From an optimization exercise on the open Yosys and OpenROAD flow, aimed at small area, a short achievable clock period and few clock cycles; shortcuts taken in it are not production practice. In this exercise RTL edits were held to simulation tests only and were not proved equivalent to the original.

run D:
==> flow/design.v <==
`timescale 1ns/1ps
`timescale 1ns/1ps
`timescale 1ns/1ps
`timescale 1ns/1ps
`timescale 1ns/1ps
module blob_tracker_top (
	input  logic          crystal_clk_div_by_two,
	input  logic          reset,
	input  logic          start,
	input  logic          select_mode,	 
	input  logic          report_mode,	 
	input  logic [15:0]   minimum_blob_size,
	input  logic [15:0]   blob_count,
	output logic          psel,
	output logic          penable,
	output logic          pwrite,
	output logic [17:0]   paddr,
	output logic [31:0]   pwdata,
	input  logic [31:0]   prdata,
	input  logic          pready,
	output logic [191:0]  centroids,	 
	output logic          done
);
	localparam [1:0] PH_IDLE = 2'd0, PH_SCAN = 2'd1, PH_REP = 2'd2, PH_DONE = 2'd3;
	localparam [7:0] MAX_HEIGHT = 8'd120;	 
	logic [1:0]   ph;
	logic         w1;	 
	logic         ins;	 
	logic         ins2;	 
	logic [2:0]   beats;	 
	logic         sel_q;	 
	logic         rmode_q;	 
	logic [2:0]   code;	 
	logic         crow;	 
	assign crow = rmode_q ? code[1] : code[2];
	logic [15:0]  mreg;	 
	logic [15:0]  nidx;	 
	logic         lastq;	 
	logic         lastw;	 
	logic [2:0]   k;	 
	logic         cur_row;	 
	logic         rdp;	 
	logic [191:0] slots;
	logic [5:0]   full;	 
	logic [11:0]  hi;	 
	assign centroids = slots;
	assign pwdata    = {mreg, 16'h0000};
	assign done      = (ph == PH_DONE);
	logic cpl;	 
	logic bus_free;	 
	assign cpl      = psel && penable && pready;
	assign bus_free = !psel || (penable && pready);
	logic [7:0] pcode;
	logic       rel;
	assign pcode = prdata[7:0];
	assign rel   = rmode_q ? (pcode[7:2] == 6'd0 && (pcode[1] ^ pcode[0]))
	                       : (pcode[7:3] == 5'd0 && pcode[2:0] != 3'd0 && pcode[2:0] != 3'd7);
	logic [2:0] cmp;	 
	for (genvar j = 0; j < 3; j++) begin : g_cmp
		bt_gt16 u_gt (
			.a  (mreg),
			.b  (crow ? slots[32*(j+3)+16 +: 16] : slots[32*j+16 +: 16]),
			.gt (cmp[j])
		);
	end
	logic [5:0]  ld;	 
	logic [5:0]  sh;	 
	logic [31:0] fresh;
	logic        en;	 
	assign en = ins2;	 
	logic [15:0] tail_n;
	logic        tail_full;
	logic        rot;	 
	assign tail_n    = cur_row ? slots[5*32 +: 16] : slots[2*32 +: 16];
	assign tail_full = cur_row ? full[5] : full[2];
	assign rot = (ph == PH_REP) && (rdp ? cpl : (k != 3'd6 && !tail_full && !ins2));
	logic [17:0] radr;
	assign radr = cur_row ? {hi[11:10], tail_n} : {hi[5:4], tail_n};
	logic [17:0] cand_w2;
	assign cand_w2 = paddr - 18'd1;
	logic [15:0] ahi_inc;
	logic [2:0]  alo1, alo2, alo3;
	logic [17:0] ap1, ap2, ap3;
	assign ahi_inc = paddr[17:2] + 16'd1;
	assign alo1    = {1'b0, paddr[1:0]} + 3'd1;
	assign alo2    = {1'b0, paddr[1:0]} + 3'd2;
	assign alo3    = {1'b0, paddr[1:0]} + 3'd3;
	assign ap1     = {alo1[2] ? ahi_inc : paddr[17:2], alo1[1:0]};
	assign ap2     = {alo2[2] ? ahi_inc : paddr[17:2], alo2[1:0]};
	assign ap3     = {alo3[2] ? ahi_inc : paddr[17:2], alo3[1:0]};
	always_comb begin
		ld = 6'd0;
		sh = 6'd0;
		if (ph == PH_IDLE) begin
			ld = 6'b111111;
		end else begin
			if (en) begin
				if (!rmode_q) begin
					for (int s = 0; s < 6; s++)
						if (code == 3'(s + 1) && beats[s % 3])
							ld[s] = 1'b1;
				end else begin
					for (int r = 0; r < 2; r++)
						if (crow == r) begin
							ld[3*r]   = beats[0];
							sh[3*r+1] = beats[0];
							ld[3*r+1] = beats[1] && !beats[0];
							sh[3*r+2] = beats[1];
							ld[3*r+2] = beats[2] && !beats[1];
						end
				end
			end
			if (rot) begin
				ld[3*cur_row]   = 1'b1;
				sh[3*cur_row+1] = 1'b1;
				sh[3*cur_row+2] = 1'b1;
			end
		end
	end
	always_comb begin
		if (ph == PH_IDLE)
			fresh = {minimum_blob_size, 16'd0};
		else if (ph == PH_REP && !ins2)
			fresh = rdp ? prdata : 32'd0;
		else
			fresh = {mreg, cand_w2[15:0]};
	end
	always_ff @(posedge crystal_clk_div_by_two) begin
		for (int s = 0; s < 6; s++) begin
			if (sh[s]) begin
				slots[32*s +: 32] <= slots[32*(s-1) +: 32];
				full[s]           <= full[s-1];
				hi[2*s +: 2]      <= hi[2*(s-1) +: 2];
			end else if (ld[s]) begin
				slots[32*s +: 32] <= fresh;
				full[s]           <= (ph != PH_IDLE);	 
				hi[2*s +: 2]      <= cand_w2[17:16];
			end
		end
	end
	logic [15:0] nidx_inc;
	assign nidx_inc = nidx + 16'd1;
	always_ff @(posedge crystal_clk_div_by_two) begin
		if (ph == PH_IDLE)
			nidx <= 16'd0;
		else if (ph == PH_SCAN && cpl && !w1)
			nidx <= nidx_inc;
		lastq <= (nidx_inc == blob_count);
	end
	logic        rd_go;	 
	logic [17:0] paddr_nx;
	logic        paddr_en;
	assign rd_go = !rdp && k != 3'd6 && tail_full && bus_free && !ins;	 
	always_comb begin
		paddr_en = 1'b0;
		paddr_nx = radr;
		case (ph)
			PH_IDLE: begin
				paddr_en = bus_free && blob_count != 16'd0;
				paddr_nx = 18'h00100;
			end
			PH_SCAN: begin
				paddr_en = cpl;
				paddr_nx = w1 ? ap2 : rel ? ap1 : lastq ? radr : ap3;
			end
			PH_REP: begin
				paddr_en = rd_go;
			end
			default: ;
		endcase
	end
	always_ff @(posedge crystal_clk_div_by_two)
		if (!reset && start && paddr_en)
			paddr <= paddr_nx;
	always_ff @(posedge crystal_clk_div_by_two) begin
		if (reset) begin
			psel    <= 1'b0;
			penable <= 1'b0;
		end else if (psel && !penable) begin
			penable <= 1'b1;
		end else if (bus_free) begin
			psel    <= 1'b0;
			penable <= 1'b0;
		end
		ins    <= 1'b0;
		ins2   <= ins;
		beats  <= cmp;
		if (reset || !start) begin
			ph <= PH_IDLE;
		end else begin
			case (ph)
				PH_IDLE: begin
					sel_q   <= select_mode;
					rmode_q <= report_mode;
					w1      <= 1'b0;
					k       <= 3'd0;
					rdp     <= 1'b0;
					cur_row <= 1'b0;
					if (blob_count == 16'd0) begin
						ph <= PH_REP;
					end else if (bus_free) begin
						ph     <= PH_SCAN;
						psel   <= 1'b1;
						pwrite <= 1'b0;
					end
				end
				PH_SCAN: begin
					cur_row <= !crow;	 
					if (cpl) begin
						if (!w1) begin
							if (rel) begin
								code <= pcode[2:0];
							end
							lastw <= lastq;
							w1    <= rel;
							psel  <= 1'b1;
						end else begin
							mreg  <= !sel_q ? prdata[15:0] :
							         (prdata[23:16] > MAX_HEIGHT) ? 16'd0 : {8'd0, prdata[23:16]};
							ins   <= 1'b1;
							w1    <= 1'b0;
							psel  <= !lastw;	 
							if (lastw) begin
								ph      <= PH_REP;
								cur_row <= cur_row;
							end
						end
						if (!w1 && lastq && !rel) begin
							ph      <= PH_REP;
							cur_row <= cur_row;
							rdp     <= tail_full;
							psel    <= tail_full;
						end
					end
				end
				PH_REP: begin
					if (rdp) begin
						if (cpl) begin
							mreg   <= prdata[31:16];
							pwrite <= 1'b1;
							psel   <= 1'b1;
							rdp    <= 1'b0;
							k      <= k + 3'd1;
							if (k == 3'd2)
								cur_row <= !cur_row;
						end
					end else if (k != 3'd6) begin
						if (tail_full) begin
							if (rd_go) begin
								pwrite <= 1'b0;
								psel   <= 1'b1;
								rdp    <= 1'b1;
							end
						end else if (!ins2) begin
							k <= k + 3'd1;
							if (k == 3'd2)
								cur_row <= !cur_row;
						end
					end else if (bus_free) begin
						ph <= PH_DONE;
					end
				end
				default: ;	 
			endcase
		end
	end
endmodule
module bt_gt16 (
	input  logic [15:0] a,
	input  logic [15:0] b,
	output logic        gt
);
	logic [15:0] g0, l0;
	logic [7:0]  g1, l1;
	logic [3:0]  g2, l2;
	logic [1:0]  g3, l3;
	always_comb begin
		g0 = a & ~b;
		l0 = ~a & b;
		for (int i = 0; i < 8; i++) begin
			g1[i] = g0[2*i+1] | (~l0[2*i+1] & g0[2*i]);
			l1[i] = l0[2*i+1] | (~g0[2*i+1] & l0[2*i]);
		end
		for (int i = 0; i < 4; i++) begin
			g2[i] = g1[2*i+1] | (~l1[2*i+1] & g1[2*i]);
			l2[i] = l1[2*i+1] | (~g1[2*i+1] & l1[2*i]);
		end
		for (int i = 0; i < 2; i++) begin
			g3[i] = g2[2*i+1] | (~l2[2*i+1] & g2[2*i]);
			l3[i] = l2[2*i+1] | (~g2[2*i+1] & l2[2*i]);
		end
		gt = g3[1] | (~l3[1] & g3[0]);
	end
endmodule
export LEC_CHECK = 0
export CAP_MARGIN = 20
export CORE_MARGIN = 2
export CORE_UTILIZATION = 40
export SETUP_SLACK_MARGIN = 4.8
export SLEW_MARGIN = 20
create_clock -name core_clock -period 8.0 [get_ports {crystal_clk_div_by_two}]
standard.sh (not shown) runs the stock make flow with config.mk's settings and CLKGATE_MAP_FILE= SYNTH_SCRIPT=/design/flow/synth_recipe.tcl, a recipe that flattens the netlist after the stock synthesis.
==> flow/flow/run.sh <==
#!/bin/bash
set -euo pipefail
export BUFFER_PORTS_ARGS="-buffer_cell sky130_fd_sc_hd__buf_1"
export CTS_ARGS="-sink_clustering_enable -repair_clock_nets -dont_use_dummy_load -sink_clustering_size 24 -sink_clustering_max_diameter 80"
bash standard.sh > standard.log 2>&1
Testbench counts of run D, summed over its fixed seeds: cycles 21,467.
Input-level comparison between run E and run D:
--- a/flow/design.v
+++ b/flow/design.v
@@ -29,9 +29,11 @@
 	logic         ins2;	 
 	logic [2:0]   beats;	 
+	logic [17:0]  radr_q;	 
+	logic         stale;	 
+	logic         okq;	 
 	logic         sel_q;	 
 	logic         rmode_q;	 
 	logic [2:0]   code;	 
 	logic         crow;	 
-	assign crow = rmode_q ? code[1] : code[2];
 	logic [15:0]  mreg;	 
 	logic [15:0]  nidx;	 
@@ -43,5 +45,4 @@
 	logic [191:0] slots;
 	logic [5:0]   full;	 
-	logic [11:0]  hi;	 
 	assign centroids = slots;
 	assign pwdata    = {mreg, 16'h0000};
@@ -53,7 +54,9 @@
 	logic [7:0] pcode;
 	logic       rel;
+	logic       prow;
 	assign pcode = prdata[7:0];
 	assign rel   = rmode_q ? (pcode[7:2] == 6'd0 && (pcode[1] ^ pcode[0]))
 	                       : (pcode[7:3] == 5'd0 && pcode[2:0] != 3'd0 && pcode[2:0] != 3'd7);
+	assign prow  = rmode_q ? pcode[1] : pcode[2];	 
 	logic [2:0] cmp;	 
 	for (genvar j = 0; j < 3; j++) begin : g_cmp
@@ -68,5 +71,5 @@
 	logic [31:0] fresh;
 	logic        en;	 
-	assign en = ins2;	 
+	assign en = ins2 && okq;
 	logic [15:0] tail_n;
 	logic        tail_full;
@@ -76,7 +79,5 @@
 	assign rot = (ph == PH_REP) && (rdp ? cpl : (k != 3'd6 && !tail_full && !ins2));
 	logic [17:0] radr;
-	assign radr = cur_row ? {hi[11:10], tail_n} : {hi[5:4], tail_n};
-	logic [17:0] cand_w2;
-	assign cand_w2 = paddr - 18'd1;
+	assign radr = {1'b0, tail_n, 1'b0} + {2'b0, tail_n} + 18'h000ff;
 	logic [15:0] ahi_inc;
 	logic [2:0]  alo1, alo2, alo3;
@@ -124,5 +125,5 @@
 			fresh = rdp ? prdata : 32'd0;
 		else
-			fresh = {mreg, cand_w2[15:0]};
+			fresh = {mreg, nidx};
 	end
 	always_ff @(posedge crystal_clk_div_by_two) begin
@@ -131,9 +132,7 @@
 				slots[32*s +: 32] <= slots[32*(s-1) +: 32];
 				full[s]           <= full[s-1];
-				hi[2*s +: 2]      <= hi[2*(s-1) +: 2];
 			end else if (ld[s]) begin
 				slots[32*s +: 32] <= fresh;
 				full[s]           <= (ph != PH_IDLE);	 
-				hi[2*s +: 2]      <= cand_w2[17:16];
 			end
 		end
@@ -148,11 +147,9 @@
 		lastq <= (nidx_inc == blob_count);
 	end
-	logic        rd_go;	 
 	logic [17:0] paddr_nx;
 	logic        paddr_en;
-	assign rd_go = !rdp && k != 3'd6 && tail_full && bus_free && !ins;	 
 	always_comb begin
 		paddr_en = 1'b0;
-		paddr_nx = radr;
+		paddr_nx = radr_q;
 		case (ph)
 			PH_IDLE: begin
@@ -162,8 +159,8 @@
 			PH_SCAN: begin
 				paddr_en = cpl;
-				paddr_nx = w1 ? ap2 : rel ? ap1 : lastq ? radr : ap3;
+				paddr_nx = w1 ? ap2 : rel ? ap1 : lastq ? radr_q : ap3;
 			end
 			PH_REP: begin
-				paddr_en = rd_go;
+				paddr_en = !rdp && k != 3'd6 && tail_full && bus_free && !stale;
 			end
 			default: ;
@@ -186,4 +183,6 @@
 		ins2   <= ins;
 		beats  <= cmp;
+		radr_q <= radr;
+		stale  <= rot && !rdp;
 		if (reset || !start) begin
 			ph <= PH_IDLE;
@@ -211,4 +210,5 @@
 							if (rel) begin
 								code <= pcode[2:0];
+								crow <= prow;
 							end
 							lastw <= lastq;
@@ -216,6 +216,6 @@
 							psel  <= 1'b1;
 						end else begin
-							mreg  <= !sel_q ? prdata[15:0] :
-							         (prdata[23:16] > MAX_HEIGHT) ? 16'd0 : {8'd0, prdata[23:16]};
+							mreg  <= sel_q ? {8'd0, prdata[23:16]} : prdata[15:0];
+							okq   <= !(sel_q && prdata[23:16] > MAX_HEIGHT);
 							ins   <= 1'b1;
 							w1    <= 1'b0;
@@ -247,5 +247,5 @@
 					end else if (k != 3'd6) begin
 						if (tail_full) begin
-							if (rd_go) begin
+							if (bus_free && !stale) begin
 								pwrite <= 1'b0;
 								psel   <= 1'b1;
Results
- The run showing the greater sum of met2 wire segment lengths after detailed routing is run D.
- Of run E and run D, the higher total routed wirelength belongs to run E.
- Run E -> run D: number of buffers between clock root and the deepest sink delta 0, exact match
- On maximum achievable frequency, run D beats run E.
- Run E vs run D: number of instances in the synthesized netlist down slightly
Testbench counts of run E, summed over its fixed seeds: cycles 21,470.

what the ideal ports hide:
The results above use ideal ports. As a check the final layouts listed here were re-extracted and re-timed, cells and wires unchanged. Step 1 (the two cells are an assumption about what drives the block):
set clk [get_ports {crystal_clk_div_by_two}]
set_driving_cell -lib_cell sky130_fd_sc_hd__clkbuf_16 $clk
set_driving_cell -lib_cell sky130_fd_sc_hd__buf_2 [delete_from_list [all_inputs] $clk]
Step 2, shift: input delay + t, output delay - t, t = (earliest + latest rising clock arrival at the registers) / 2. This alone moves slack from input paths to output paths. a / b / c = no drivers / after step 1 / after step 2; a / b = the first two.
run | t, ns | setup slack, ns | hold WS [ns] | clock arrival spread, ns | slew at the worst register clock pin (ns)
run D | 0.546 | 4.884 / 4.909 / 4.362 | 0.350 / 0.350 / 0.350 | 0.025 / 0.025 | 0.09 / 0.09
run E | 0.552 | 4.803 / 4.822 / 4.270 | 0.329 / 0.329 / 0.329 | 0.036 / 0.036 | 0.10 / 0.10
After both steps every run listed still meets setup and hold. For run E, which loses most, drivers alone change the setup slack by +0.019 ns; drivers and shift together by -0.533 ns.
